This is an optimization exercise on Yosys and OpenROAD, whose aim is small area, not a production implementation.
Function was checked by simulation only, so behaviour that the tests miss may differ from the original.
Power figures rest on the tool's default switching activity, not on a simulated workload.

`design/flow/config.mk`:
```
export PLATFORM = sky130hd
export DESIGN_NAME = datapath
export DESIGN_NICKNAME = datapath
export VERILOG_FILES = /design/flow/design.v
export SDC_FILE = /design/flow/constraint.sdc
export NUM_CORES = 4
export LEC_CHECK = 0
export CAP_MARGIN = 20
export CORE_MARGIN = 2
export CORE_UTILIZATION = 40
export PLACE_DENSITY = 0.6
export SLEW_MARGIN = 20
```
`design/flow/constraint.sdc`:
```
create_clock -name core_clock -period 5.5 [get_ports {clk}]
set_input_delay 1.1000 -clock core_clock [delete_from_list [all_inputs] [get_ports {clk}]]
set_output_delay 1.1000 -clock core_clock [all_outputs]
set_load 0.01 [all_outputs]
```
`design/flow/design.v`:
```
module decoder (
    input  logic [32-1:0] instr_i,
    output logic [12-1:0]    ctrl_o
);
    localparam logic [5:0] OpSpecial = 6'h00;
    localparam logic [5:0] OpJ       = 6'h02;
    localparam logic [5:0] OpBeq     = 6'h04;
    localparam logic [5:0] OpBne     = 6'h05;
    localparam logic [5:0] OpAddiu   = 6'h09;
    localparam logic [5:0] OpOri     = 6'h0d;
    localparam logic [5:0] OpLui     = 6'h0f;
    localparam logic [5:0] OpLw      = 6'h23;
    localparam logic [5:0] OpSw      = 6'h2b;
    localparam logic [5:0] FnAddu = 6'h21;
    localparam logic [5:0] FnSubu = 6'h23;
    localparam logic [5:0] FnAnd  = 6'h24;
    localparam logic [5:0] FnOr   = 6'h25;
    localparam logic [5:0] FnXor  = 6'h26;
    localparam logic [5:0] FnSlt  = 6'h2a;
    logic [5:0] opcode;
    logic [5:0] funct;
    logic [12-1:0] dec;
    assign opcode = instr_i[31:26];
    assign funct  = instr_i[5:0];
    always_comb begin
        dec = '0;
        case (opcode)
            OpSpecial: begin
                dec[5] = 1'b1;
                case (funct)
                    FnAddu:  dec[11:9] = 3'd0;
                    FnSubu:  dec[11:9] = 3'd1;
                    FnAnd:   dec[11:9] = 3'd2;
                    FnOr:    dec[11:9] = 3'd3;
                    FnXor:   dec[11:9] = 3'd4;
                    FnSlt:   dec[11:9] = 3'd5;
                    default: dec[5] = 1'b0;  
                endcase
            end
            OpAddiu: begin
                dec[11:9]    = 3'd0;
                dec[8]   = 1'b1;
                dec[7]  = 1'b1;
                dec[6]    = 1'b1;
                dec[5] = 1'b1;
            end
            OpOri: begin
                dec[11:9]    = 3'd3;
                dec[8]   = 1'b1;
                dec[6]    = 1'b1;
                dec[5] = 1'b1;
            end
            OpLui: begin
                dec[11:9]    = 3'd6;
                dec[8]   = 1'b1;
                dec[6]    = 1'b1;
                dec[5] = 1'b1;
            end
            OpLw: begin
                dec[11:9]    = 3'd0;
                dec[8]   = 1'b1;
                dec[7]  = 1'b1;
                dec[6]    = 1'b1;
                dec[5] = 1'b1;
                dec[4]  = 1'b1;
            end
            OpSw: begin
                dec[11:9]    = 3'd0;
                dec[8]   = 1'b1;
                dec[7]  = 1'b1;
                dec[3] = 1'b1;
            end
            OpBeq: begin
                dec[11:9]    = 3'd0;
                dec[7]  = 1'b1;
                dec[2]   = 1'b1;
            end
            OpBne: begin
                dec[11:9]    = 3'd0;
                dec[7]  = 1'b1;
                dec[2]   = 1'b1;
                dec[1] = 1'b1;
            end
            OpJ: dec[0] = 1'b1;
            default: dec = '0;
        endcase
        if ((dec[6] ? instr_i[20:16] : instr_i[15:11]) == '0) begin
            dec[5] = 1'b0;
        end
    end
    assign ctrl_o = dec;
endmodule
module regFile (
    input  logic                    clk,
    input  logic                    we_i,
    input  logic [5-1:0] wa_i,
    input  logic [32-1:0]   wd_i,
    input  logic [5-1:0] ra1_i,
    input  logic [5-1:0] ra2_i,
    output logic [32-1:0]   rd1_o,
    output logic [32-1:0]   rd2_o
);
    logic [32-1:0] regs [1:32-1];  
    always_ff @(posedge clk) begin
        if (we_i && wa_i != '0) begin
            regs[wa_i] <= wd_i;
        end
    end
    assign rd1_o = (ra1_i == '0) ? '0 : (we_i && ra1_i == wa_i) ? wd_i : regs[ra1_i];
    assign rd2_o = (ra2_i == '0) ? '0 : (we_i && ra2_i == wa_i) ? wd_i : regs[ra2_i];
endmodule
module stageReg #(
    parameter int W = 1
) (
    input  logic         clk,
    input  logic         rstN_i,
    input  logic         hold_i,
    input  logic         clear_i,
    input  logic [W-1:0] d_i,
    output logic [W-1:0] q_o
);
    always_ff @(posedge clk or negedge rstN_i) begin
        if (!rstN_i) begin
            q_o <= '0;
        end else if (!hold_i) begin
            if (clear_i) begin
                q_o <= '0;
            end else begin
                q_o <= d_i;
            end
        end
    end
endmodule
module alu (
    input  logic [2:0]            op_i,
    input  logic [32-1:0] a_i,
    input  logic [32-1:0] b_i,
    output logic [32-1:0] y_o
);
    logic lessThan;
    assign lessThan = $signed(a_i) < $signed(b_i);
    always_comb begin
        case (op_i)
            3'd0: y_o = a_i + b_i;  
            3'd1: y_o = a_i - b_i;
            3'd2: y_o = a_i & b_i;
            3'd3:  y_o = a_i | b_i;
            3'd4: y_o = a_i ^ b_i;
            3'd5: y_o = {{(32 - 1){1'b0}}, lessThan};
            3'd6: y_o = b_i << 16;
            default:  y_o = '0;
        endcase
    end
endmodule
module hazardUnit (
    input  logic [5-1:0] rsD_i,
    input  logic [5-1:0] rtD_i,
    input  logic [5-1:0] rsE_i,
    input  logic [5-1:0] rtE_i,
    input  logic [5-1:0] dstE_i,
    input  logic [5-1:0] dstM_i,
    input  logic                    regWriteM_i,
    input  logic                    memReadE_i,
    input  logic                    takenE_i,
    input  logic                    iStall_i,
    input  logic                    dStall_i,
    output logic                    freeze_o,
    output logic                    stallD_o,
    output logic                    flushD_o,
    output logic                    flushE_o,
    output logic                    fwdA_o,
    output logic                    fwdB_o
);
    logic loadUse;
    assign freeze_o = iStall_i | dStall_i;  
    assign loadUse = memReadE_i && dstE_i != '0 && (dstE_i == rsD_i || dstE_i == rtD_i);
    assign stallD_o = loadUse;
    assign flushE_o = loadUse;
    assign flushD_o = takenE_i;  
    assign fwdA_o = regWriteM_i && dstM_i == rsE_i;
    assign fwdB_o = regWriteM_i && dstM_i == rtE_i;
endmodule
module datapath (
    input  logic                    clk,
    input  logic                    rstN_i,
    input  logic                    iStall_i,
    input  logic                    dStall_i,
    output logic [32-1:0]   pcF_o,
    output logic                    instEnF_o,
    input  logic [32-1:0]   instrF_i,
    output logic                    memEnM_o,
    output logic [32-1:0]   memAddrM_o,
    output logic [3:0]              memWenM_o,
    output logic [32-1:0]   memWdataM_o,
    input  logic [32-1:0]   memRdataM_i,
    output logic [32-1:0]   debugWbPc_o,
    output logic [3:0]              debugWbRfWen_o,
    output logic [5-1:0] debugWbRfWnum_o,
    output logic [32-1:0]   debugWbRfWdata_o
);
    localparam logic [29:0] ResetPc = 30'(32'hbfc00000 >> 2) - 30'd1;
    logic        freeze;
    logic [1:0]  step;         
    logic        valid;        
    logic [29:0] pc;           
    logic        redirect;     
    logic [29:0] target;       
    logic        takenE;       
    logic [31:0] ir;
    logic [31:0] aReg;         
    logic [31:0] bReg;         
    assign freeze = iStall_i | dStall_i;
    logic [5:0] op, fn;
    logic       opR, opAddiu, opOri, opLui, opLw, opSw, opBeq, opBne, opJ;
    logic       fnAdd, fnSub, fnAnd, fnOr, fnXor, fnSlt, rValid;
    logic [4:0] rtE, dstE;
    logic       regWrite;
    assign op  = ir[31:26];
    assign fn  = ir[5:0];
    assign rtE = ir[20:16];
    assign opR     = op == 6'h00;
    assign opJ     = op == 6'h02;
    assign opBeq   = op == 6'h04;
    assign opBne   = op == 6'h05;
    assign opAddiu = op == 6'h09;
    assign opOri   = op == 6'h0d;
    assign opLui   = op == 6'h0f;
    assign opLw    = op == 6'h23;
    assign opSw    = op == 6'h2b;
    assign fnAdd = fn == 6'h21;
    assign fnSub = fn == 6'h23;
    assign fnAnd = fn == 6'h24;
    assign fnOr  = fn == 6'h25;
    assign fnXor = fn == 6'h26;
    assign fnSlt = fn == 6'h2a;
    assign rValid = opR & (fnAdd | fnSub | fnAnd | fnOr | fnXor | fnSlt);
    assign dstE = opR ? ir[15:11] : rtE;
    assign regWrite = valid & (rValid | opAddiu | opOri | opLui | opLw) & (dstE != 5'd0);
    logic [1:0]  ph;           
    logic [1:0]  ph3;          
    logic [31:0] ring4 [1:7][0:3];
    logic [31:0] ring3 [0:2];
    logic        wbValid;
    logic [4:0]  wbDst;
    logic [31:0] wb;
    logic        wbRet;        
    logic [1:0]  wbDst3;
    logic [4:0]  ra;
    logic [1:0]  pos4, pos3, ra3;
    logic [4:0]  phys;
    logic [31:0] slot [0:31];
    logic [31:0] rdata;
    logic [31:0] result;
    always_ff @(posedge clk or negedge rstN_i) begin
        if (!rstN_i) begin
            ph  <= 2'd0;
            ph3 <= 2'd0;
        end else begin
            ph  <= ph + 2'd1;
            ph3 <= (ph3 == 2'd2) ? 2'd0 : ph3 + 2'd1;
        end
    end
    assign wbDst3 = wbDst[1:0] - 2'd1;
    assign wbRet  = wbValid & ((wbDst[4:2] == 3'd0) ? (wbDst3 == ph3) : (wbDst[1:0] == ph));
    for (genvar q = 1; q < 8; q++) begin : g_ring4
        always_ff @(posedge clk) begin
            ring4[q][0] <= ring4[q][1];
            ring4[q][1] <= ring4[q][2];
            ring4[q][2] <= ring4[q][3];
            ring4[q][3] <= (wbValid && wbDst[4:2] == 3'(q) && wbDst[1:0] == ph) ? wb : ring4[q][0];
        end
        for (genvar k = 0; k < 4; k++) begin : g_slot
            assign slot[4 * q + k] = ring4[q][k];
        end
    end
    always_ff @(posedge clk) begin
        ring3[0] <= ring3[1];
        ring3[1] <= ring3[2];
        ring3[2] <= (wbValid && wbDst[4:2] == 3'd0 && wbDst3 == ph3) ? wb : ring3[0];
    end
    assign slot[0] = ring3[0];
    assign slot[1] = ring3[1];
    assign slot[2] = ring3[2];
    assign slot[3] = 32'd0;
    assign ra   = (step == 2'd0) ? instrF_i[25:21] : rtE;
    assign pos4 = ra[1:0] - ph;
    assign ra3  = ra[1:0] - 2'd1;
    always_comb begin
        case ({ra3, ph3})
            {2'd0, 2'd1}, {2'd1, 2'd2}, {2'd2, 2'd0}: pos3 = 2'd2;
            {2'd0, 2'd2}, {2'd1, 2'd0}, {2'd2, 2'd1}: pos3 = 2'd1;
            default:                                 pos3 = 2'd0;
        endcase
    end
    assign phys  = (ra[4:2] != 3'd0) ? {ra[4:2], pos4} : (ra == 5'd0) ? 5'd3 : {3'd0, pos3};
    assign rdata = (wbValid && wbDst == ra) ? wb : slot[phys];
    logic [31:0] imm, opA, opB, sum, aluOut;
    logic [29:0] pcInc;
    logic        isBr, sub, lessThan, equal, taken;
    assign pcInc = pc + 30'd1;
    assign isBr  = opBeq | opBne;
    assign imm   = opOri ? {16'd0, ir[15:0]} : {{16{ir[15]}}, ir[15:0]};
    assign sub   = opR & (fnSub | fnSlt);
    assign opA = isBr ? {pcInc, 2'b00} : aReg;
    assign opB = isBr ? {imm[29:0], 2'b00} : (opR ? bReg : imm);
    assign sum = opA + (sub ? ~opB : opB) + {31'd0, sub};
    assign lessThan = (aReg[31] ^ bReg[31]) ? aReg[31] : sum[31];
    assign equal    = aReg == bReg;
    assign taken    = opJ | (isBr & (equal ^ opBne));
    always_comb begin
        if (opLui)                     aluOut = {ir[15:0], 16'd0};
        else if (opOri | (opR & fnOr)) aluOut = aReg | opB;
        else if (opR & fnAnd)          aluOut = aReg & opB;
        else if (opR & fnXor)          aluOut = aReg ^ opB;
        else if (opR & fnSlt)          aluOut = {31'd0, lessThan};
        else                           aluOut = sum;
    end
    logic        commit, wen;
    logic [29:0] pcNext;
    assign result = opLw ? memRdataM_i : aReg;
    assign commit = (step == 2'd0) & ~freeze & ~(regWrite & wbValid & ~wbRet);
    assign wen    = commit & regWrite;
    assign pcNext = redirect ? target : pcInc;
    always_ff @(posedge clk or negedge rstN_i) begin
        if (!rstN_i) begin
            wbValid <= 1'b0;
        end else if (wen) begin
            wbValid <= 1'b1;
        end else if (wbRet) begin
            wbValid <= 1'b0;
        end
    end
    always_ff @(posedge clk) begin
        if (wen) begin
            wb    <= result;
            wbDst <= dstE;
        end
    end
    always_ff @(posedge clk or negedge rstN_i) begin
        if (!rstN_i) begin
            step     <= 2'd0;
            valid    <= 1'b0;
            pc       <= ResetPc;
            redirect <= 1'b0;
        end else begin
            case (step)
                2'd0:    if (commit) step <= 2'd1;
                2'd1:    step <= 2'd2;
                default: step <= 2'd0;
            endcase
            if (commit) begin
                valid    <= 1'b1;
                pc       <= pcNext;
                redirect <= valid & takenE;
            end
        end
    end
    always_ff @(posedge clk) begin
        if (commit) begin
            ir   <= instrF_i;
            aReg <= (wen && dstE == instrF_i[25:21]) ? result : rdata;
        end
        if (step == 2'd1) begin
            bReg <= rdata;
        end
        if (step == 2'd2) begin
            aReg   <= aluOut;
            takenE <= taken;
            if (opJ | isBr) target <= opJ ? {pcInc[29:26], ir[25:0]} : sum[31:2];
        end
    end
    assign pcF_o     = {pcNext, 2'b00};
    assign instEnF_o = step == 2'd0;
    assign memEnM_o    = (step == 2'd0) & valid & (opLw | opSw);
    assign memAddrM_o  = aReg;
    assign memWenM_o   = {4{commit & valid & opSw}};
    assign memWdataM_o = bReg;
    assign debugWbPc_o      = {pc, 2'b00};
    assign debugWbRfWen_o   = {4{wen}};
    assign debugWbRfWnum_o  = dstE;
    assign debugWbRfWdata_o = result;
endmodule
```
`design/flow/run.sh`:
```
#!/bin/bash
# synth_recipe.tcl (not shown) runs the flow's synth.tcl, then flattens the netlist and writes it again
# the make line also repeats each setting of config.mk as NAME=value (left out here)
make -C /OpenROAD-flow-scripts/flow DESIGN_CONFIG=/design/flow/config.mk WORK_HOME=/design/flow/orfs CLKGATE_MAP_FILE= SYNTH_SCRIPT=/design/flow/synth_recipe.tcl finish
```
==> notes.md, run 1 <==
- After detailed routing, the number of remaining DRC violations is 0.
- The class of the most critical setup path is input port to flop.
- The die outline height is between 300 and 400 um.
- The final sum of negative setup slack is 0 ns.
- From left edge to right edge, the die measures 341 um.
- The final global-route overflow total is 0.
- Counting flops with an async set or reset pin after synthesis yields a share of ~3.3%.
- The number of clock sinks is 1195.
- The cell chosen for the clock root is sky130_fd_sc_hd__clkbuf_16.
- The final cycle utilization of the critical path is a little over nine tenths.
- Setup repair after global routing left no endpoint under its margin.
- The clock tree synthesis step divided the H-tree into 3 levels.
- After detailed routing, the number of vias per cell comes to 5.95.
- The floorplan has 123 rows.
- The clock skew is 0.0288 ns.
- The most frequent standard cell in the layout excluding fill and tap cells is sky130_fd_sc_hd__dfxtp_1.
- Across all hold checks on the routed design, the worst slack comes to 0.319 ns.
- In this run the static leakage power is ~22 nW.
- IR analysis of the VDD net gives a maximum drop of 0.287 mV.
- Summed over all instances, the cell type with the most area after synthesis is sky130_fd_sc_hd__dfxtp_1.
- Headroom to the max-slew limit came out at 13.9%.
- The footprint of the multi-input gates is around 18000 um^2.
- After the last flow step, the layout net total stands at 4657.
- Routability-driven placement finished with a final weighted congestion of a little over 1.
- Summing over every cut layer, the via total after detailed routing is approximately 36000.
- The fill cell instance count of the final layout is 9898.
- Counting flops and latches in the post-synthesis netlist gives 1195.
- Sequential elements use between 50 and 60% of the synthesized area.
- In the layout the commonest cells are 992 x sky130_fd_sc_hd__dfxtp_1, 357 x sky130_fd_sc_hd__mux2_2, 353 x sky130_fd_sc_hd__buf_4.
- TritonCTS built the clock tree.
- The post-route total power is between 0.02 and 0.025 W.
- The nature of the critical path startpoint is an input port.
- Cells fill ~50% of the core in the end.
- The achievable frequency is 192 MHz.
- The area growth from synthesis to layout is 23.8%.
- The count of input and output buffers is 238.
- The total core area is 112000 um^2.
- The post-layout worst setup margin is between 0.2 and 0.3 ns.
- The sequential cell area is 25800 um^2.
- The slew of the pin with the lowest slew margin is approximately 1.3 ns.
- The total wirelength of the detailed-routed design is 190 mm.
- Subtracting the final worst setup slack from the clock period gives 5.21 ns.
- The number of synthesized flops with an enable pin is 164.
- The die outline area is 116000 um^2.
- The later-pin clock latency in the skew report is 0.73 ns.
- The first global-routing pass estimated 266 mm of wire.
- The count of pins on the block boundary is 243.
- The worst setup path is captured at a flop.
- For this design the ratio of total power to cell area is 375 nW/um^2.
- The largest fanout on the critical path is 6.
- The count of nets left with antenna violations once routing finished came out at 0.
- The number of global-route vias before repair was ~35000.
- The deepest clock path buffer count is 3.
- The average size of a mapped cell is 11.4 um^2.
- Buffers inserted during clock tree synthesis total 116.
- Buffers inserted to repair hold after CTS numbered 0.
- Data on the critical path is required at its endpoint by 5.98 ns.
- In the final routed layout, each cell accounts on average for 31.2 um.
- The post-synthesis instance area is between 40000 and 50000 um^2.
- The number of warning messages in the yosys log is 4.
- Data on the critical path arrives at its endpoint at roughly 5.7 ns.
- Clock-pin slew was measured on the worst setup and hold paths at 0.07 ns.
- The worst slack at placement is -0.327 ns.
- The flow ran to the end and the layout has no timing, DRC or antenna violations.
- The detailed router's first-iteration violation count is 4232.
- Global routing used a little under a third of the available tracks across all layers.
- The post-route netlist has 22.8% of its cells at a drive strength greater than 1.
- The fraction of synthesized cell area taken by the top area cell type is 43.8%.
- Among all flip-flop cells after synthesis, the most frequent one is sky130_fd_sc_hd__dfxtp_1.
- The final-report hold violation count is 0.
- Post-CTS timing repair inserted 0 buffers for setup.
- The initial antenna violation count is 9.
- The tightest min-delay check is of the flop to flop type.
- The effective utilization at floorplan is 40.3%.
- The count of unique library cells instantiated by Yosys is around 100.
- The tool flagged a number of max-cap violations equal to 0.
- The half-perimeter wire length after detailed placement is 139 mm.
- The count of pins over their slew limit came to 0.
- The number of failing setup endpoints in the final timing report is 0.
- Entering global routing, the biggest net connects 46 pins.
- The post-synthesis instance total is between 3000 and 4000.
- Yosys attributes the largest share of cell area to sky130_fd_sc_hd__dfxtp_1 44%, sky130_fd_sc_hd__edfxtp_1 11%, sky130_fd_sc_hd__mux2_2 8.9%, sky130_fd_sc_hd__ha_1 2.7%, sky130_fd_sc_hd__nand2_1 2.6%.
- Before antenna repair, the detailed router went through 8 iterations.
==> sequential cells by signal, indices dropped and copies added, names as in the netlist, 30 cells and up <==
| register | flops |
|---|---|
| ring4 | 896 |
| ring3 | 96 |
| aReg | 32 |
| bReg | 32 |
| ir | 32 |
| wb | 32 |
| pc | 30 |
| target | 30 |
==> through the flow <==
step           area (um^2)  std cells
3_5_place_dp         52200       5874
3_3_place_gp         52200       5873
5_1_grt              56100       6093
6_report             56100       6095
4_1_cts              56100       6093
2_1_floorplan        45300       3990
==> metal layers <==
| metal | global-route usage [%] | share of wire [%] | vias up |
|---|---|---|---|
| met2 | 50.8 | 45 | 2024 |
| met1 | 40.2 | 40 | 17900 |
| met4 | 18.9 | 6.9 | 8 |
| li1 | - | - | 15800 |
| met3 | 5.98 | 8.3 | 493 |
| met5 | 0 | 0.028 | - |
==> critical path, stage by stage <==
cell	delay [ns]
sky130_fd_sc_hd__clkdlybuf4s50_1	0.49
sky130_fd_sc_hd__or3b_1	0.42
sky130_fd_sc_hd__and2_1	0.21
sky130_fd_sc_hd__ha_1	0.22
sky130_fd_sc_hd__buf_4	0.14
sky130_fd_sc_hd__xnor2_1	0.12
sky130_fd_sc_hd__buf_4	0.18
sky130_fd_sc_hd__a211oi_1	0.10
sky130_fd_sc_hd__a211oi_1	0.48
sky130_fd_sc_hd__buf_4	0.20
sky130_fd_sc_hd__nor2_1	0.14
sky130_fd_sc_hd__a222oi_1	0.41
sky130_fd_sc_hd__nand3_1	0.12
sky130_fd_sc_hd__a2111oi_0	0.37
sky130_fd_sc_hd__nand4_1	0.16
sky130_fd_sc_hd__o221ai_1	0.53
sky130_fd_sc_hd__buf_4	0.23
sky130_fd_sc_hd__a211oi_1	0.07
==> final cells by class <==
class	count	share of cell area, %
clock inverter	51	0.897
inverter	99	0.671
antenna	2	0.00892
timing repair buffer	626	10.2
sequential	1195	46.0
tap	1500	3.35
clock buffer	168	5.94
multi-input combinational	2454	32.9
==> synthesized netlist by cell type (71+ instances only) <==
| cell | number |
|---|---|
| sky130_fd_sc_hd__mux2_2 | 357 |
| sky130_fd_sc_hd__a22o_1 | 71 |
| sky130_fd_sc_hd__inv_1 | 98 |
| sky130_fd_sc_hd__clkbuf_1 | 182 |
| sky130_fd_sc_hd__edfxtp_1 | 164 |
| sky130_fd_sc_hd__nand2_1 | 316 |
| sky130_fd_sc_hd__ha_1 | 96 |
| sky130_fd_sc_hd__nor2_1 | 152 |
| sky130_fd_sc_hd__a21oi_1 | 135 |
| sky130_fd_sc_hd__nand3_1 | 83 |
| sky130_fd_sc_hd__a22oi_1 | 154 |
| sky130_fd_sc_hd__o21ai_0 | 156 |
| sky130_fd_sc_hd__dfxtp_1 | 992 |
| sky130_fd_sc_hd__xor2_1 | 73 |
==> cells by family (layout without fill, tap and decap cells) <==
family,Yosys count,count (layout),share of synthesized area [%]
AND/OR/NAND/NOR,848,848,9.03
other,1,6,0.00828
adder cells (fa/ha/maj),97,97,2.70
XOR/XNOR,138,138,2.67
multiplexers,406,406,9.96
buffers and inverters,341,944,3.07
flip-flops,1195,1195,56.9
AO/OA/AOI/OAI,961,961,15.6
==> timing repair <==
item | 4_1_cts | 5_1_grt
endpoints found under the setup margin | 0 | 5
resized for setup | 0 | 5
endpoints found under the hold margin | 0 | 0
==> path summary, 6_finish.rpt <==
| check | slack [ns] | from | endpoint | cells after the start |
|---|---|---|---|---|
| min | 0.32 | ring4[10][20] | ring4[9][20] | 0 |
| min in group asynchronous | 0.46 | rstN_i | ph[1] | 2 |
| max in group asynchronous | 4.61 | rstN_i | pc[20] | 2 |
| max reg2reg | 0.31 | pc[3] | aReg[0] | 22 |
| max | 0.29 | instrF_i[21] | aReg[17] | 18 |
| min reg2reg | 0.32 | ring4[10][20] | ring4[9][20] | 0 |
==> power by group <==
part	switching, W	leakage (nW)	internal (W)
clock network	0.00355	1.88	0.00451
registers	0.000314	9.98	0.00919
logic	0.00193	10.0	0.00154
==> run 2: changes to the inputs <==
--- a/design/flow/config.mk
+++ b/design/flow/config.mk
@@ -5,8 +5,10 @@
 export SDC_FILE = /design/flow/constraint.sdc
 export NUM_CORES = 4
 export LEC_CHECK = 0
+export ABC_AREA = 1
 export CAP_MARGIN = 20
 export CORE_MARGIN = 2
 export CORE_UTILIZATION = 40
+export CTS_BUF_LIST = sky130_fd_sc_hd__clkbuf_8
 export PLACE_DENSITY = 0.6
 export SLEW_MARGIN = 20
==> notes.md, run 2 <==
- The shortest clock period the worst path allows after layout is 5.22 ns.
- The area growth from synthesis to layout is 17.0%.
- Across the VDD grid, the largest voltage drop is around 0.26 mV.
- The fraction of synthesized cell area taken by the top area cell type is a little over two fifths.
- At the worst endpoint, the arrival time is 4.12 ns.
- The initial antenna violation count is 3.
- The worst reg2reg path startpoint is ir[31].
- The number of failing setup endpoints in the final timing report is 0.
- The register with the most flip-flops in the layout has 896 of them.
- The commonest cells after synthesis are 1480 x sky130_fd_sc_hd__nand2_1, 992 x sky130_fd_sc_hd__dfxtp_1, 704 x sky130_fd_sc_hd__nand3_1.
- During I/O placement, the number of pins put on the boundary was 243.
- In the routed layout, each cell is associated on average with a via count of 5.47.
- STA classifies the critical path startpoint as a flop.
- The largest total area in the synthesized netlist belongs to sky130_fd_sc_hd__dfxtp_1.
- The final worst hold slack is between 0.2 and 0.3 ns.
- The routed wire length per instance is ~22 um.
- The most flop-heavy register is ring4.
- Routability-driven placement finished with a final weighted congestion of 1.00.
- After technology mapping, the gate count stands at a little under 6000.
- The most used flip-flop cell after synthesis is sky130_fd_sc_hd__dfxtp_1.
- The count of unique library cells instantiated by Yosys is 50.
- After layout, the worst path uses 95.0% of the clock period.
- The cell chosen for the clock root is sky130_fd_sc_hd__clkbuf_8.
- Once placement finished, the instance area stood at 51800 um^2.
- The number of synthesized flops with an enable pin is 164.
- The later-pin clock latency in the skew report is 0.93 ns.
- The site row count is 126.
- The initial utilization of the core area, before any placement, comes to 40.3%.
- The clock skew is between 0.06 and 0.07 ns.
- Setup repair after global routing left no endpoint under its margin.
- The TritonCTS clock tree is done.
- Summing internal, switching and leakage power gives 0.0205 W.
- The worst register-to-register path has a depth of 24.
- In this run the vertical extent of the chip is 349 um.
- The achievable frequency is roughly 190 MHz.
- The maximum number of pins on one net before global-route repair is around 150.
- The critical path in this run is classified as flop to primary output.
- The endpoint identified for the worst register-to-register timing path is aReg[18].
- The antenna violation net count after detailed routing is 0.
- The post-synthesis instance area is 47600 um^2.
- The register clock-pin slew on the reported worst setup and hold paths is 0.06 ns.
- The share of synthesized flip-flops with an asynchronous set or reset is 3.26%.
- The final sum of negative setup slack is 0 ns.
- The cell area after layout is about 56000 um^2.
- Of the synthesized area, sequential elements account for ~54%.
- The count of max-cap constraint violations is 0.
- In the routed design, unresolved DRC markers number 0.
- In the layout the commonest cells are 1476 x sky130_fd_sc_hd__nand2_1, 992 x sky130_fd_sc_hd__dfxtp_1, 701 x sky130_fd_sc_hd__nand3_1.
- Fill cells in the final layout number 11600.
- The die is about 350 um wide.
- The class of the worst hold path is input port to async pin.
- Summed over all layers, the routed wires come to 167 mm.
- The largest fanout on the critical path is 6.
- The die covers between 100000 and 150000 um^2.
- The detailed router finished its first iteration with ~4500 violations.
- The number of global-route vias before repair came to 39800.
- The deepest clock path buffer count is 3.
- The leading cell type by number of instances after synthesis is sky130_fd_sc_hd__nand2_1.
- The total core area is 118000 um^2.
- The required time of the worst setup path is around 4.4 ns.
- After global routing the overflow that remains totals 0.
- The maximum level of the CTS H-tree is 4.
- In the final layout, the registers with the most flip-flops are ring4 (896), ring3 (96).
- The clock drives 1195 sinks.
- The post-synthesis sequential element count is 1195.
- The number of buffers created by CTS is 190.
- The worst max-slew margin expressed relative to the limit is a little over a quarter.
- The endpoint kind of the worst setup timing path is a primary output.
- At the placement stage, the worst setup path has a slack of 0.381 ns.
- Global routing consumed, over all layers together, 26.8% of the routing resources.
- The run finished with no timing, DRC or antenna violations.
- The HPWL after detailed placement is 110 mm.
- Ranked by total cell area, the synthesized netlist is headed by sky130_fd_sc_hd__dfxtp_1 42%, sky130_fd_sc_hd__nand2_1 12%, sky130_fd_sc_hd__edfxtp_1 10%, sky130_fd_sc_hd__nand3_1 7.4%, sky130_fd_sc_hd__o21ai_0 5.1%.
- The most frequent standard cell in the layout excluding fill and tap cells is sky130_fd_sc_hd__nand2_1.
- The reported leakage power is between 20 and 25 nW.
- The ratio of cells with drive above 1 in the final layout is 7.97%.
- The average size of a mapped cell is about 8 um^2.
- The count of pins over their slew limit was 0.
- The final-report hold violation count came to 0.
- The routed layout has approximately 42000 vias.
- The post-layout worst setup margin is 0.276 ns.
- For the pin with the worst max-slew slack, the measured transition is roughly 1.1 ns.
- Before antenna repair, the detailed router went through 6 iterations.
- The count of input and output buffers is 238.
- The number of nets in the layout is 6177.
- For this design the ratio of total power to cell area is approximately 370 nW/um^2.
- The Yosys step of the flow raised 4 warnings.
- The worst reg-to-reg setup slack is between 0.4 and 0.5 ns.
- The first global-routing pass estimated 250 mm of wire.
-- run 2: cell types whose count changed in the layout (fill, tap and decap cells not counted), sizes merged, moves of 60 or more --
cell	change
a22oi	-153
a22o	-69
nand2	+1169
buf	-251
mux2	-357
nand4	+302
a221oi	-61
inv	+286
o21ai	+324
nand3	+621
clkbuf	+60
nor2	+280
-- run 2: worst max-delay path by stage --
stage | slack (ns) | startpoint | cells past startpoint | end
floorplan | 1.48 | pc[0] | 27 | aReg[0]
global placement | 0.40 | instrF_i[24] | 16 | aReg[28]
detailed placement | 0.38 | instrF_i[24] | 16 | aReg[28]
CTS | 0.01 | pc[0] | 17 | pcF_o[28]
global route | 0.02 | pc[0] | 13 | pcF_o[29]
finish | 0.28 | pc[0] | 13 | pcF_o[29]
-- run 2: what timing repair did --
item / CTS / global route
setup endpoints to repair: 1 / 8
gates resized for setup: 4 / 8
hold buffers: 0 / 0
setup buffers: 0 / 1
pin swaps: 0 / 4
-- run 2: through the flow --
stage / instances / utilization [%]
floorplan: 5812 / -
global placement: 7354 / 43.9
detailed placement: 7354 / 43.9
CTS: 7691 / 47.1
global route: 7696 / 47.2
finish: 7698 / 47.2
-- run 2: cell families (layout without fill, tap and decap cells) --
| kind of cell | after synthesis | after routing | share of synthesized area (%) |
|---|---|---|---|
| buffers and inverters | 675 | 1020 | 5.61 |
| xor gates and xnor gates | 109 | 109 | 2.00 |
| other | 1 | 9 | 0.00787 |
| and+or+nand+nor | 3025 | 3025 | 27.9 |
| AOI/OAI and AO/OA | 707 | 707 | 7.74 |
| DFF | 1195 | 1195 | 54.2 |
| adders and majority gates | 97 | 97 | 2.56 |
-- run 2: per-layer routing --
layer  wire length, um  vias up  global-route usage [%]  part of all wire (%)
li1                  -    19900                       -                     -
met1             73200    20000                    37.3                    44
met2             73800     1907                    41.2                    44
met3             13300      317                    3.82                   8.0
met4              6680        0                    11.9                   4.0
met5                 0        -                       0                     0
-- run 2: where the power goes --
| group | switching, W | internal [W] | leakage (nW) |
|---|---|---|---|
| registers | 0.000262 | 0.00915 | 9.97 |
| clock network | 0.00365 | 0.00397 | 2.23 |
| logic | 0.00236 | 0.00107 | 12.5 |
-- run 2: worst max-delay path, stage by stage, from the launching register on --
cell,delay (ns)
sky130_fd_sc_hd__dfstp_2,0.58
sky130_fd_sc_hd__nand3_1,0.12
sky130_fd_sc_hd__nor2_1,0.17
sky130_fd_sc_hd__nand3_1,0.14
sky130_fd_sc_hd__nor2_1,0.17
sky130_fd_sc_hd__nand2_1,0.12
sky130_fd_sc_hd__nor2_1,0.26
sky130_fd_sc_hd__nand2_1,0.15
sky130_fd_sc_hd__nor2_2,0.22
sky130_fd_sc_hd__nand3_1,0.16
sky130_fd_sc_hd__nor2_1,0.15
sky130_fd_sc_hd__xor2_1,0.12
sky130_fd_sc_hd__o21ai_1,0.26
sky130_fd_sc_hd__clkdlybuf4s50_1,0.60
-- run 2: cell type report --
cell class / count / area, um^2 / share of cell area [%]
multi-input combinational: 3942 / 19400 / 34.8
tap: 1536 / 1920 / 3.45
sequential: 1195 / 25800 / 46.3
inverter: 308 / 1160 / 2.09
clock inverter: 109 / 663 / 1.19
antenna: 5 / 12.5 / 0.0225
clock buffer: 228 / 3140 / 5.63
timing repair buffer: 375 / 3650 / 6.56
==> run 3: changes to the inputs <==
==> design/flow/flow/run.sh (new file) <==
#!/bin/bash
# The standard layout, with every port buffered by the smallest buffer
# (sky130_fd_sc_hd__buf_1) instead of the one buffer_ports picks by default.
set -euo pipefail
export BUFFER_PORTS_ARGS="-buffer_cell sky130_fd_sc_hd__buf_1"
bash standard.sh > standard.log 2>&1
==> design/flow/standard.sh (new file) <==
#!/bin/bash
# synth_recipe.tcl (not shown) runs the flow's synth.tcl, then flattens the netlist and writes it again
# the make line also repeats each setting of config.mk as NAME=value (left out here)
make -C /OpenROAD-flow-scripts/flow DESIGN_CONFIG=/design/flow/config.mk WORK_HOME=/design/flow/orfs CLKGATE_MAP_FILE= SYNTH_SCRIPT=/design/flow/synth_recipe.tcl "${@:-finish}"
==> design/flow/config.mk (replaced) <==
export PLATFORM = sky130hd
export DESIGN_NAME = datapath
export DESIGN_NICKNAME = datapath
export VERILOG_FILES = /design/flow/design.v
export SDC_FILE = /design/flow/constraint.sdc
export NUM_CORES = 4
export LEC_CHECK = 0
export CAP_MARGIN = 20
export CORE_MARGIN = 2
export CORE_UTILIZATION = 60
export CTS_BUF_LIST = sky130_fd_sc_hd__clkbuf_16
export CTS_CLUSTER_DIAMETER = 100
export CTS_CLUSTER_SIZE = 20
export PLACE_DENSITY = 0.72
export SLEW_MARGIN = 20
removed: design/flow/run.sh
==> notes.md, run 3 <==
- The run finished with no timing, DRC or antenna violations.
- The region available for standard cell placement spans 74600 um^2.
- Row generation in the floorplan step produced 100 rows.
- STA classifies the critical path startpoint as an input port.
- The total wirelength of the detailed-routed design is 177 mm.
- The first detailed-routing pass took 9 iterations.
- The number of vias per cell is between 6 and 7.
- The largest fanout on the critical path is 5.
- The number of synthesized flops with an enable pin is about 160.
- The die covers 77700 um^2.
- The most flop-heavy register is ring4.
- VDD sags by at most 0.283 mV.
- The vias after detailed routing is 36800.
- The antenna violation net count after detailed routing is 0.
- The initial utilization of the core area, before any placement, comes to 60.7%.
- The number of nets in the layout is ~4500.
- Entering global routing, the biggest net connects 44 pins.
- The part of the power in registers is 53.3%.
- The internal portion of total power is 0.0127 W.
- The worst setup path is captured at a flop.
- The later-pin clock latency in the skew report is 0.68 ns.
- The portion of total power attributed to combinational logic is 16.5%.
- Pin placement for this block handled between 200 and 250 I/O pins.
- After synthesis, the most frequently instantiated cells are 992 x sky130_fd_sc_hd__dfxtp_1, 357 x sky130_fd_sc_hd__mux2_2, 316 x sky130_fd_sc_hd__nand2_1.
- The post-synthesis sequential element count is 1195.
- The Yosys step of the flow raised 4 warnings.
- The congestion estimate from routability-driven global placement came to 1.03.
- The share of the core filled with cells in the final layout is 68.7%.
- The global-route wire length before repair is around 250 mm.
- Leaving out fill and tap cells, the most frequent cells in the layout are 992 x sky130_fd_sc_hd__dfxtp_1, 357 x sky130_fd_sc_hd__mux2_2, 315 x sky130_fd_sc_hd__nand2_1.
- The clock share of power is a little under a third.
- Data arrives at the worst endpoint at 5.79 ns.
- Headroom to the max-slew limit came out at 13.1%.
- The cell count of the worst hold path is 0.
- By startpoint and endpoint, the worst setup path is classified as input port to flop.
- The final worst hold slack is 0.333 ns.
- Subtracting the final worst setup slack from the clock period gives ~5.3 ns.
- The cell chosen for the clock root is sky130_fd_sc_hd__clkbuf_16.
- The top cell type by area accounts for 43.8% of the synthesized area.
- For this run, asynchronously set or reset flops after synthesis account for 3.26%.
- The net switching power is 0.00514 W.
- The final cycle utilization of the critical path is 95.9%.
- By area the synthesized netlist is led by sky130_fd_sc_hd__dfxtp_1 44%, sky130_fd_sc_hd__edfxtp_1 11%, sky130_fd_sc_hd__mux2_2 8.9%, sky130_fd_sc_hd__ha_1 2.7%, sky130_fd_sc_hd__nand2_1 2.6%.
- The average size of a mapped cell is between 10 and 15 um^2.
- Port buffering added ~240 buffers.
- The startpoint identified for the worst hold timing path is ring4[25][29].
- The origin of the worst setup path is instrF_i[21].
- The class of the worst hold path is flop to flop.
- The startpoint identified for the worst register-to-register timing path is ir[28].
- The ratio of cells with drive above 1 in the final layout is 19.8%.
- In this run, CTS created clock tree buffers numbering 71.
- Detailed placement finished with a half-perimeter wire length of 126 mm.
- The cell area after layout is slightly above 50000 um^2.
- The area growth from synthesis to layout is 13.2%.
- After global routing the overflow that remains totals 0.
- The logic depth of the worst register-to-register path is 18.
- Counting every sink on the clock net gives 1195.
- Among all flip-flop cells after synthesis, the most frequent one is sky130_fd_sc_hd__dfxtp_1.
- After synthesis, flip-flops and latches occupy 56.9% of the total area.
- The leading cell type by number of instances after synthesis is sky130_fd_sc_hd__dfxtp_1.
- Across the run, the number of max-cap violations was 0.
- The clock skew is between 0.03 and 0.04 ns.
- Derived from the worst setup path, the maximum achievable clock frequency is 190 MHz.
- No sink is reached through more buffers than the 3 on the longest clock path.
- The die is 279 um wide.
- The register with the most flip-flops in the layout has 896 of them.
- The post-route total power is between 0.015 and 0.02 W.
- The required time of the worst setup path is between 6 and 7 ns.
- Net switching is 28.9% of the power.
- The DRC violation count after routing is 0.
- The die is ~280 um tall.
- The count of unique library cells instantiated by Yosys is 104.
- The TritonCTS clock tree is done.
- The cell accounting for the most synthesized area is sky130_fd_sc_hd__dfxtp_1.
- The register clock-pin slew on the reported worst setup and hold paths is 0.09 ns.
- The library cell used most frequently in the layout, excluding fill and tap cells, is sky130_fd_sc_hd__dfxtp_1.
- Dividing the detail-routed wire length by the instance count gives between 30 and 40 um.
- The slew of the pin with the lowest slew margin is 1.30 ns.
- The post-synthesis instance total is approximately 4000.
- The placed instances occupy a cell area of 49200 um^2.
- The number of failing setup endpoints in the final timing report is 0.
- The count of pins over their slew limit is 0.
- CTS built an H-tree with a depth of 3.
- Global routing used 44.7% of the available tracks.
- Power spread over the standard cell area amounts to 347 nW/um^2.
- The post-synthesis instance area is 45300 um^2.
- The final-report hold violation count is 0.
- For this design the static power due to leakage is 19.9 nW.
- The fill cell instance count of the final layout is 5665.
- The number of global-route vias before repair came to 35300.
- The initial antenna violation count is 6.
- The largest registers in the layout are ring4 (896), ring3 (96).
- For this block, the initial DRC count from the detailed router was 5185.
-- run 3: cell count changes after synthesis, moves of 68 or more --
| cell | change |
|---|---|
| sky130_fd_sc_hd__a22o_1 | +68 |
| sky130_fd_sc_hd__o21ai_0 | -330 |
| sky130_fd_sc_hd__nand2_1 | -1164 |
| sky130_fd_sc_hd__nand3_1 | -621 |
| sky130_fd_sc_hd__nor2_1 | -270 |
| sky130_fd_sc_hd__a22oi_1 | +152 |
| sky130_fd_sc_hd__nand4_1 | -302 |
| sky130_fd_sc_hd__mux2_2 | +357 |
| sky130_fd_sc_hd__inv_1 | -200 |
-- run 3: cell families after synthesis --
logic type | synth area share (%)
compound gates | 15.6
xor+xnor | 2.67
fa+ha+maj | 2.70
buf+inv | 3.07
flops | 56.9
mux | 9.96
other cells | 0.00828
simple gates | 9.03
-- run 3: repair_timing --
| item | 4_1_cts | 5_1_grt |
|---|---|---|
| endpoints found under the setup margin | 0 | 7 |
| hold buffers | 0 | 0 |
| resized for setup | 0 | 3 |
| buffers inserted | 0 | 1 |
-- run 3: power by group through the flow --
stage	Combinational [W]	Sequential (W)	Clock, W
after floorplan	0.00148	0.00965	0
after global placement	0.00280	0.00967	0
after detailed placement	0.00282	0.00967	0
after CTS	0.00284	0.00947	0.00535
after global routing	0.00308	0.00951	0.00565
final	0.00294	0.00948	0.00537
-- run 3: worst paths after layout --
path | to | slack (ns)
setup / recovery | aReg[16] | 0.23
min in group asynchronous | step[0] | 0.51
hold reg to reg | ring4[24][29] | 0.33
hold / removal | ring4[24][29] | 0.33
setup reg to reg | aReg[28] | 0.28
max in group asynchronous | pc[10] | 4.54
-- run 3: worst max-delay path, cell delays in order --
cell	delay, ns
sky130_fd_sc_hd__buf_1	0.22
sky130_fd_sc_hd__or3b_1	0.41
sky130_fd_sc_hd__and2_1	0.21
sky130_fd_sc_hd__ha_1	0.23
sky130_fd_sc_hd__xor2_1	0.17
sky130_fd_sc_hd__buf_4	0.18
sky130_fd_sc_hd__nor4_1	0.61
sky130_fd_sc_hd__a211oi_1	0.13
sky130_fd_sc_hd__buf_4	0.19
sky130_fd_sc_hd__nor2_1	0.80
sky130_fd_sc_hd__buf_6	0.24
sky130_fd_sc_hd__buf_4	0.13
sky130_fd_sc_hd__a221oi_1	0.07
sky130_fd_sc_hd__nand4_1	0.08
sky130_fd_sc_hd__nor4_1	0.06
sky130_fd_sc_hd__a31oi_1	0.51
sky130_fd_sc_hd__buf_4	0.24
sky130_fd_sc_hd__nor2_1	0.05
sky130_fd_sc_hd__o22ai_1	0.15
-- run 3: cell type report --
class                   count  area [um^2]  share of cell area (%)
clock inverters            20          225                   0.439
multi-input cells        2454        18500                    36.0
clock buffers              72         1800                    3.51
flip-flops and latches   1195        25800                    50.3
inverters                  99          377                   0.735
well taps                 969         1210                    2.36
diodes                      3         7.51                  0.0146
repair buffers            549         3380                    6.60
-- run 3: metrics by stage --
step | std cells | TNS (ns) | worst slack, ns
detailed placement | 5265 | -0.00803 | -0.00803
finish | 5361 | 0 | 0.225
floorplan | 3990 | 0 | 0.396
global route | 5358 | -0.00185 | -0.00185
CTS | 5357 | 0 | 0.129
global placement | 5264 | -0.395 | -0.232
-- run 3: layer usage --
metal | wire length [um] | share of wire, % | global-route usage [%]
met5 | 13 | 0.0073 | 0
met1 | 64700 | 37 | 55.9
met3 | 20200 | 11 | 10.3
met4 | 16300 | 9.2 | 33.7
met2 | 75900 | 43 | 67.5
==> run 4: changes to the inputs <==
--- a/design/flow/design.v
+++ b/design/flow/design.v
@@ -202,6 +202,7 @@
     logic        freeze;
     logic [1:0]  step;         
     logic        valid;        
+    logic        fetchPend;    
     logic [29:0] pc;           
     logic        redirect;     
     logic [29:0] target;       
@@ -315,11 +316,12 @@
         else if (opR & fnSlt)          aluOut = {31'd0, lessThan};
         else                           aluOut = sum;
     end
-    logic        commit, wen;
+    logic        commit, wen, fetch;
     logic [29:0] pcNext;
     assign result = opLw ? memRdataM_i : aReg;
-    assign commit = (step == 2'd0) & ~freeze & ~(regWrite & wbValid & ~wbRet);
+    assign commit = (step == 2'd0) & ~freeze & ~fetchPend & ~(regWrite & wbValid & ~wbRet);
     assign wen    = commit & regWrite;
+    assign fetch  = (step == 2'd0) & ~freeze & (fetchPend | (commit & ~(regWrite & dstE == instrF_i[25:21])));
     assign pcNext = redirect ? target : pcInc;
     always_ff @(posedge clk or negedge rstN_i) begin
         if (!rstN_i) begin
@@ -338,17 +340,19 @@
     end
     always_ff @(posedge clk or negedge rstN_i) begin
         if (!rstN_i) begin
-            step     <= 2'd0;
-            valid    <= 1'b0;
-            pc       <= ResetPc;
-            redirect <= 1'b0;
+            step      <= 2'd0;
+            valid     <= 1'b0;
+            fetchPend <= 1'b0;
+            pc        <= ResetPc;
+            redirect  <= 1'b0;
         end else begin
             case (step)
-                2'd0:    if (commit) step <= 2'd1;
+                2'd0:    if (fetch) step <= 2'd1;
                 2'd1:    step <= 2'd2;
                 default: step <= 2'd0;
             endcase
-            if (commit) begin
+            fetchPend <= (step == 2'd0) & ~fetch & (fetchPend | commit);
+            if (fetch) begin
                 valid    <= 1'b1;
                 pc       <= pcNext;
                 redirect <= valid & takenE;
@@ -356,9 +360,9 @@
         end
     end
     always_ff @(posedge clk) begin
-        if (commit) begin
+        if (fetch) begin
             ir   <= instrF_i;
-            aReg <= (wen && dstE == instrF_i[25:21]) ? result : rdata;
+            aReg <= rdata;
         end
         if (step == 2'd1) begin
             bReg <= rdata;
@@ -371,7 +375,7 @@
     end
     assign pcF_o     = {pcNext, 2'b00};
     assign instEnF_o = step == 2'd0;
-    assign memEnM_o    = (step == 2'd0) & valid & (opLw | opSw);
+    assign memEnM_o    = (step == 2'd0) & valid & ~fetchPend & (opLw | opSw);
     assign memAddrM_o  = aReg;
     assign memWenM_o   = {4{commit & valid & opSw}};
     assign memWdataM_o = bReg;
==> notes.md, run 4 <==
- The tool flagged a number of max-cap violations equal to 0.
- In the final layout, the share of cells above drive strength 1 is roughly a fifth.
- The post-route total power is roughly 0.017 W.
- The die outline area is between 70000 and 80000 um^2.
- The worst reg-to-reg setup slack is between 0.2 and 0.25 ns.
- Sequential cells account for 54.3% of the total power.
- Setup repair after global routing left no endpoint under its margin.
- For this configuration, the core starts out at a cell density of 60.4%.
- The primary flip-flop cell chosen by synthesis mapping is sky130_fd_sc_hd__dfxtp_1.
- The post-synthesis instance area is 43900 um^2.
- The flow ran to the end and the layout has no timing, DRC or antenna violations.
- The largest registers in the layout are ring4 (896), ring3 (96).
- Counting along the longest clock path gives a buffer depth of 3.
- The cell chosen for the clock root is sky130_fd_sc_hd__clkbuf_16.
- The worst IR drop on VDD is between 0.3 and 0.4 mV.
- The final-report hold violation count was 0.
- The switching share of power is 28.6%.
- The cell accounting for the most synthesized area is sky130_fd_sc_hd__dfxtp_1.
- Setup violations remaining at the end of the flow were counted as 0.
- Global routing used 42.2% of the available tracks across all layers.
- The TritonCTS clock tree is done.
- The endpoint of the worst register-to-register path is aReg[31].
- The most frequent standard cell in the layout excluding fill and tap cells is sky130_fd_sc_hd__dfxtp_1.
- The number of synthesized flops with an enable pin is 164.
- The synthesized design contains 1196 register bits.
- The DRC violation count after routing is 0.
- The total core area is ~73000 um^2.
- The fraction of the mapped netlist area in compound gates is 15.2%.
- The clock period could shrink to 5.27 ns.
- The detailed router placed 34200 vias in this run.
- The count of unique library cells instantiated by Yosys is 103.
- The register with the most flip-flops in the layout has 896 of them.
- In the finished design, the share of the clock period the worst path needs comes to 95.9%.
- The final sum of negative setup slack is 0 ns.
- In this run the static leakage power is 19.3 nW.
- By instance count, the leading cell after synthesis is sky130_fd_sc_hd__dfxtp_1.
- In the final design database the tool counted 4205 nets.
- The initialized floorplan defines 99 standard-cell rows.
- The worst setup path is captured at a flop.
- The tightest min-delay check is of the flop to flop type.
- For the worst flop-to-flop path, the logic depth is 16.
- Detailed placement finished with a half-perimeter wire length of 112 mm.
- Before antenna repair, the detailed router went through 8 iterations.
- By area the synthesized netlist is led by sky130_fd_sc_hd__dfxtp_1 45%, sky130_fd_sc_hd__edfxtp_1 11%, sky130_fd_sc_hd__mux2_2 8.7%, sky130_fd_sc_hd__a22oi_1 3.5%, sky130_fd_sc_hd__ha_1 2.7%.
- The count of pins over their slew limit is 0.
- For this run, the top clock speed supported by timing is 190 MHz.
- The total wirelength of the detailed-routed design is between 150 and 200 mm.
- The count of cells in the finished layout, fillers not included, comes to 5028.
- After synthesis, the share of flip-flops with an asynchronous set or reset is about 3.3%.
- Dividing total power by cell area gives a power density of 354 nW/um^2.
- The initial antenna violation count was 4.
- The fraction of synthesized area in multiplexers is 9.53%.
- By count the netlist is led by 992 x sky130_fd_sc_hd__dfxtp_1, 338 x sky130_fd_sc_hd__mux2_2, 267 x sky130_fd_sc_hd__nand2_1.
- The post-synthesis instance total is 3716.
- Clock-pin slew was measured on the worst setup and hold paths at 0.09 ns.
- The fraction of synthesized cell area taken by the top area cell type is approximately 45%.
- The number of buffers created by CTS is 70.
- STA classifies the critical path startpoint as a flop.
- The cell count of the worst hold path is 0.
- After detailed routing, the average wire length per cell comes to around 32 um.
- By area, the combinational part of the netlist is dominated by compound AO/OA/AOI/OAI gates.
- In this run the remaining antenna-violating nets after routing total 0.
- After detailed placement, the total cell area comes to 47200 um^2.
- The number of warning messages in the yosys log is 4.
- Dividing the detail-routed via count by the number of cells gives roughly 6.8.
- In this run the worst path has a maximum fanout of 12.
- The required time of the worst setup path is 5.91 ns.
- Entering global routing, the biggest net connects 70 pins.
- The worst max-slew margin expressed relative to the limit is approximately a fifth.
- The post-synthesis simple-gate area fraction is 7.89%.
- Between clock sinks in the finished design, the worst skew comes to 0.0349 ns.
- In this run the tool buffered the top-level ports with approximately 240 buffer cells.
- The die outline width is 275 um.
- The maximum level of the CTS H-tree is 3.
- The internal portion of total power is between 0.01 and 0.015 W.
- For this block, the initial DRC count from the detailed router was roughly 5000.
- At the later pin of the worst-skew pair, clock insertion delay measures roughly 0.66 ns.
- The adder-cell share of the synthesized area is 2.78%.
- The critical path starts at ir[31].
- Cells fill 67.8% of the core in the end.
- In this run, placement finished with an instance count of 4925.
- The worst setup path endpoint is aReg[31].
- The final global-route overflow total is 0.
- The slew of the pin with the lowest slew margin is 1.21 ns.
- The worst setup path is of the flop to flop kind.
- Of the total synthesized cell area, the portion taken by XOR and XNOR cells is 2.79%.
- The global-route wire length before repair is 229 mm.
- The signal arrival time at the worst endpoint is approximately 5.7 ns.
- In this run, the clock network consumes 30.3% of the power.
- The number of global-route vias before repair is 33000.
- Leaving out fill and tap cells, the most frequent cells in the layout are 992 x sky130_fd_sc_hd__dfxtp_1, 338 x sky130_fd_sc_hd__mux2_2, 266 x sky130_fd_sc_hd__nand2_1.
- Of the total power, combinational logic draws approximately 15%.
- For this design, the sink count on the clock tree is 1196.
- The area growth from synthesis to layout is 12.2%.
- The register area share after synthesis is 58.8%.
- The average size of a mapped cell is 11.8 um^2.
- Counting flops per register, the top entry is ring4.
- At the end of routability-driven placement, the weighted congestion stood at 1.09.
- The worst reg2reg path startpoint is ir[31].
- The cell area after layout is 49300 um^2.
- The die outline height is 275 um.
- Summed over all nets, the switching power comes to 0.00498 W.
- The count of pins on the block boundary is 243.
-- run 4: changes by cell type after synthesis, moves of 20 or more --
| cell | before | now |
|---|---|---|
| sky130_fd_sc_hd__a211oi_1 | 41 | 18 |
| sky130_fd_sc_hd__a21oi_1 | 135 | 102 |
| sky130_fd_sc_hd__a222oi_1 | 29 | 49 |
| sky130_fd_sc_hd__a22oi_1 | 154 | 205 |
| sky130_fd_sc_hd__a32oi_1 | 26 | 5 |
| sky130_fd_sc_hd__and3_1 | 47 | 22 |
| sky130_fd_sc_hd__clkbuf_1 | 182 | 151 |
| sky130_fd_sc_hd__nand2_1 | 316 | 267 |
| sky130_fd_sc_hd__nand3_1 | 83 | 46 |
| sky130_fd_sc_hd__o21ai_0 | 156 | 131 |
-- run 4: layer usage --
layer  global-route usage, %  up-vias  share of wire [%]
met2                    64.8     2478                 44
met4                    32.6        2                9.0
met5                       0        -             0.0062
met1                    51.7    16600                 36
met3                    9.82      682                 11
li1                        -    14400                  -
-- run 4: worst max-delay path, stage by stage (launching register included) --
cell and delay, ns:
sky130_fd_sc_hd__edfxtp_1 0.51, sky130_fd_sc_hd__or3b_1 0.51, sky130_fd_sc_hd__or3_1 0.56, sky130_fd_sc_hd__nand2_1 0.14, sky130_fd_sc_hd__o21ai_0 0.09, sky130_fd_sc_hd__ha_1 0.33
sky130_fd_sc_hd__a21oi_1 0.19, sky130_fd_sc_hd__o21ai_0 0.14, sky130_fd_sc_hd__o31ai_1 0.79, sky130_fd_sc_hd__a2bb2oi_1 0.18, sky130_fd_sc_hd__a221o_1 0.42, sky130_fd_sc_hd__o41ai_2 0.28
sky130_fd_sc_hd__buf_4 0.20, sky130_fd_sc_hd__xnor2_1 0.23, sky130_fd_sc_hd__a2111oi_0 0.11, sky130_fd_sc_hd__buf_4 0.17, sky130_fd_sc_hd__o22a_1 0.16
-- run 4: how the worst min path moves through the flow --
| stage | start | end | slack [ns] |
|---|---|---|---|
| detailed placement | ring4[23][28] | ring4[22][28] | 0.34 |
| CTS | ring4[18][6] | ring4[17][6] | 0.34 |
| floorplan | ring4[23][18] | ring4[22][18] | 0.33 |
| finish | ring4[18][6] | ring4[17][6] | 0.34 |
| global route | ring4[18][6] | ring4[17][6] | 0.35 |
| global placement | ring4[23][22] | ring4[22][22] | 0.33 |
-- run 4: what timing repair did --
action | in CTS | in global routing
hold buffers | 0 | 0
endpoints found under the setup margin | 0 | 10
setup buffers | 0 | 1
resized for setup | 0 | 5
-- run 4: logic make-up after synthesis --
kind of cell	count (synthesis)
multiplexers	376
other	1
AO/OA/AOI/OAI	890
AND/OR/NAND/NOR	705
buffers and inverters	311
adder cells (fa/ha/maj)	97
flip-flops	1196
XOR/XNOR	140
-- run 4: final cells by class --
cell class,instances,area [um^2]
flip-flops and latches,1196,25800
fillers,5490,23400
multi-input cells,2212,17100
repair buffers,467,2800
clock buffers,71,1780
well taps,959,1200
inverters,93,349
clock inverters,24,168
diodes,6,15.0
-- run 4: per-stage QoR --
step           hold WS, ns  setup slack, ns
5_1_grt              0.345           0.0212
3_5_place_dp         0.335            0.182
2_1_floorplan        0.326            0.281
3_3_place_gp         0.328            0.292
6_report             0.339            0.226
4_1_cts              0.340            0.148
-- run 4: power groups by stage --
stage	logic (W)	clock network, W	registers (W)
2_1_floorplan	0.00127	0	0.00961
3_3_place_gp	0.00253	0	0.00964
3_5_place_dp	0.00255	0	0.00965
4_1_cts	0.00257	0.00526	0.00945
5_1_grt	0.00279	0.00558	0.00948
6_report	0.00269	0.00529	0.00946
==> run 5: changes to the inputs <==
--- a/design/flow/config.mk
+++ b/design/flow/config.mk
@@ -11,5 +11,6 @@
 export CTS_BUF_LIST = sky130_fd_sc_hd__clkbuf_16
 export CTS_CLUSTER_DIAMETER = 100
 export CTS_CLUSTER_SIZE = 20
+export GPL_TIMING_DRIVEN = 0
 export PLACE_DENSITY = 0.72
 export SLEW_MARGIN = 20
==> notes.md, run 5 <==
- The flow ran to the end, but the layout failed its checks.
- The run did not pass the layout checks because of setup timing.
- The count of pins over their slew limit was 0.
- The core region is 72700 um^2.
- The number of nets in the layout is 4229.
- The synthesized netlist contains 103 unique library cells.
- The cell accounting for the most synthesized area is sky130_fd_sc_hd__dfxtp_1.
- The library cell used most frequently in the layout, excluding fill and tap cells, is sky130_fd_sc_hd__dfxtp_1.
- The number of global-route vias before repair was 33400.
- The number of warning messages in the yosys log is 4.
- The initial antenna violation count came to 7.
- Counting instances in the post-synthesis netlist gives the leading cell types as 992 x sky130_fd_sc_hd__dfxtp_1, 338 x sky130_fd_sc_hd__mux2_2, 267 x sky130_fd_sc_hd__nand2_1.
- In the layout the commonest cells are 992 x sky130_fd_sc_hd__dfxtp_1, 338 x sky130_fd_sc_hd__mux2_2, 265 x sky130_fd_sc_hd__nand2_1.
- The area growth from synthesis to layout is 12.0%.
- Counting along the longest clock path gives a buffer depth of 3.
- After synthesis the cells add up to around 44000 um^2.
- The fraction of synthesized cell area taken by the top area cell type is 45.2%.
- The final sum of negative setup slack is -0.425 ns.
- The worst setup path is launched from a flop.
- Clock-pin slew was measured on the worst setup and hold paths at 0.09 ns.
- The largest registers in the layout are ring4 (896), ring3 (96).
- The register area share after synthesis is 58.8%.
- The HPWL after detailed placement is 135 mm.
- Of the available clock period, the critical path in the final layout requires 102%.
- The antenna violation net count after detailed routing is 0.
- The vias after detailed routing is 35300.
- The site row count is 99.
- The maximum number of pins on one net before global-route repair is 33.
- The number of failing setup endpoints in the final timing report is 11.
- Among all cell types in the netlist, the one instantiated most often is sky130_fd_sc_hd__dfxtp_1.
- The synthesized design contains 1196 register bits.
- The last weighted congestion value of the routability-driven placer is 1.03.
- After routing the design area is 49200 um^2.
- For this run, the top clock speed supported by timing is 179 MHz.
- The reported leakage power is 19.2 nW.
- The ratio of cells with drive above 1 in the final layout is between 10% and 20%.
- The worst setup path is captured at a flop.
- The hold path startpoint is ring4[10][6].
- The floorplan step defined a die boundary enclosing 75400 um^2.
- The TritonCTS clock tree is done.
- The final global-route overflow total is 0.
- Port buffering added 238 buffers.
- The maximum level of the CTS H-tree is 3.
- At the later pin of the worst-skew pair, clock insertion delay measures approximately 0.67 ns.
- The worst IR drop on VDD is between 0.3 and 0.4 mV.
- The die outline height is 275 um.
- The primary flip-flop cell chosen by synthesis mapping is sky130_fd_sc_hd__dfxtp_1.
- At the worst endpoint, the required time is between 6 and 7 ns.
- The worst max-slew margin expressed relative to the limit is between 10% and 20%.
- The min-delay analysis places its worst path in the category flop to flop.
- The post-synthesis instance total is 3716.
- The class of the most critical setup path is flop to flop.
- The slew of the pin with the lowest slew margin is roughly 1.3 ns.
- Counting flops with an async set or reset pin after synthesis yields a share of 3.34%.
- Dividing total power by cell area gives a power density of 359 nW/um^2.
- The register with the most flip-flops in the layout has 896 of them.
- The signal arrival time at the worst endpoint is 6.13 ns.
- The DRC violation count after routing is 0.
- The number of clock sinks is between 1000 and 1500.
- The fill cell instance count of the final layout is 5572.
- The post-route total power is roughly 0.018 W.
- The number of vias per cell is 7.00.
- The cell area after placement is 46500 um^2.
- The count of max-cap constraint violations is 0.
- Setup repair after global routing could not meet its margin everywhere.
- The share of the core filled with cells in the final layout is between 60% and 70%.
- The average instance in the mapped netlist occupies roughly 12 um^2.
- In this run the critical register-to-register path is launched from step[1].
- The first global-routing pass estimated 259 mm of wire.
- The first TritonRoute pass finished after 9 iterations.
- The worst slack at placement is -1.43 ns.
- Global routing used approximately half of the available tracks across all layers.
- The most critical setup path has its startpoint at step[1].
- In this run, the number of DRC markers left after iteration 0 of detailed routing was slightly above 6000.
- Yosys attributes the largest share of cell area to sky130_fd_sc_hd__dfxtp_1 45%, sky130_fd_sc_hd__edfxtp_1 11%, sky130_fd_sc_hd__mux2_2 8.7%, sky130_fd_sc_hd__a22oi_1 3.5%, sky130_fd_sc_hd__ha_1 2.7%.
- In this run, CTS created clock tree buffers numbering 71.
- Counting flops per register, the top entry is ring4.
- The cell sitting at the root of the clock tree is a sky130_fd_sc_hd__clkbuf_16.
- Yosys mapped a number of flops with a built-in enable equal to 164.
- The die outline width is 275 um.
- Counting I/O delays and the setup requirement, the final critical path takes between 5 and 6 ns.
- For this block, the routed nets add up to 191 mm of wire.
- The post-layout worst setup margin is -0.0909 ns.
- Between clock sinks in the finished design, the worst skew comes to 0.0424 ns.
- In this run the count of I/O pins placed on the die edge is about 240.
- The routed wire length per instance is between 30 and 40 um.
- Once the floorplan was initialized, standard cells occupied 60.4% of the core.
- The largest fanout on the critical path is 10.
- The final-report hold violation count is 0.
run 5: layer usage:
| layer | up-vias | global-route usage [%] | routed length [um] |
|---|---|---|---|
| met1 | 17000 | 59.6 | 66100 |
| met2 | 2956 | 72.7 | 79700 |
| met3 | 893 | 15.9 | 24800 |
| met5 | - | 0 | 130 |
| li1 | 14400 | - | - |
| met4 | 4 | 43.4 | 20600 |
run 5: layout make-up:
class	count	area, um^2	area share (%)
Clock buffer	73	1830	3.71
Clock inverter	23	201	0.409
Antenna cell	4	10.0	0.0203
Inverter	93	349	0.710
Multi-Input combinational cell	2212	17400	35.4
Sequential cell	1196	25800	52.5
Buffer	212	1050	2.13
Tap cell	959	1200	2.44
Timing Repair Buffer	278	1330	2.71
run 5: through the flow:
stage	std cells	hold slack, ns
after global routing	5046	0.335
final	5050	0.337
after detailed placement	4937	0.336
after global placement	4916	0.331
after CTS	5038	0.325
after floorplan	3719	0.326
run 5: final timing paths:
kind,end,slack [ns],cells past startpoint
setup / recovery,aReg[0],-0.09,14
hold / removal,ring4[9][6],0.34,0
setup reg to reg,aReg[0],-0.09,14
hold reg to reg,ring4[9][6],0.34,0
max in group asynchronous,pc[10],4.49,2
min in group asynchronous,pc[28],0.41,1
run 5: critical path, cell delays in order (launching register included):
cell and delay, ns:
sky130_fd_sc_hd__dfrtp_1 0.45, sky130_fd_sc_hd__buf_2 0.22, sky130_fd_sc_hd__or3_1 0.44, sky130_fd_sc_hd__nand2_1 0.20, sky130_fd_sc_hd__ha_2 0.41, sky130_fd_sc_hd__nor4_1 0.74
sky130_fd_sc_hd__a211oi_4 0.16, sky130_fd_sc_hd__buf_4 0.20, sky130_fd_sc_hd__nor2_2 0.70, sky130_fd_sc_hd__clkbuf_2 0.67, sky130_fd_sc_hd__a221oi_1 0.16, sky130_fd_sc_hd__nand2_1 0.11
sky130_fd_sc_hd__nor4_1 0.06, sky130_fd_sc_hd__a31oi_1 0.69, sky130_fd_sc_hd__a32o_1 0.21
run 5: report_power, final:
part	leakage, nW	switching, W	internal (W)
clock network	1.05	0.00298	0.00246
registers	9.98	0.000324	0.00916
logic	8.19	0.00189	0.000832
run 5: logic make-up (layout without fill, tap and decap cells):
family / count (synthesis) / after routing / synth area share, %
flip-flops: 1196 / 1196 / 58.8
AO/OA/AOI/OAI: 890 / 890 / 15.2
AND/OR/NAND/NOR: 705 / 705 / 7.89
multiplexers: 376 / 376 / 9.53
buffers and inverters: 311 / 679 / 2.97
XOR/XNOR: 140 / 140 / 2.79
adder cells (fa/ha/maj): 97 / 97 / 2.78
other: 1 / 8 / 0.00854
run 5: repair_timing:
item | CTS | global route
resized for setup | 86 | 61
endpoints found under the setup margin | 81 | 61
buffers inserted | 10 | 8
hold buffers | 0 | 0
pin swaps | 9 | 9

==> port drivers added, routing unchanged <==
Ports are ideal in the flow. The routed layouts listed here were re-timed in OpenROAD. Step 1 sets driving cells, clkbuf_16 on the clock port and buf_2 on the other inputs (assumed; they add their load-dependent delay and slew). Step 2 adds t to the input delays and takes it off the output delays; t is the mean of the earliest and latest rising clock arrival at the registers after step 1. Input paths then give back, and output paths get back, about the clock's delay inside the block. Slacks: no drivers / after step 1 / after step 2; pairs: no drivers / after step 1.
| run | shift t [ns] | setup slack, ns | worst slew at a driven data input, ns |
|---|---|---|---|
| run 1 | 0.793 | 0.293 / 0.307 / -0.448 | 0.06 |
| run 2 | 0.968 | 0.276 / 0.207 / 0.091 | 0.07 |
| run 3 | 0.730 | 0.225 / 0.273 / -0.458 | 0.05 |
| run 4 | 0.711 | 0.226 / 0.226 / 0.077 | 0.07 |
| run 5 | 0.718 | -0.091 / -0.091 / -0.655 | 0.06 |
Met with ideal ports but missed after step 2: setup timing in run 1 and run 3. The setup slack of run 1, which loses most, moves by +0.014 ns with the drivers and by -0.741 ns with both steps.
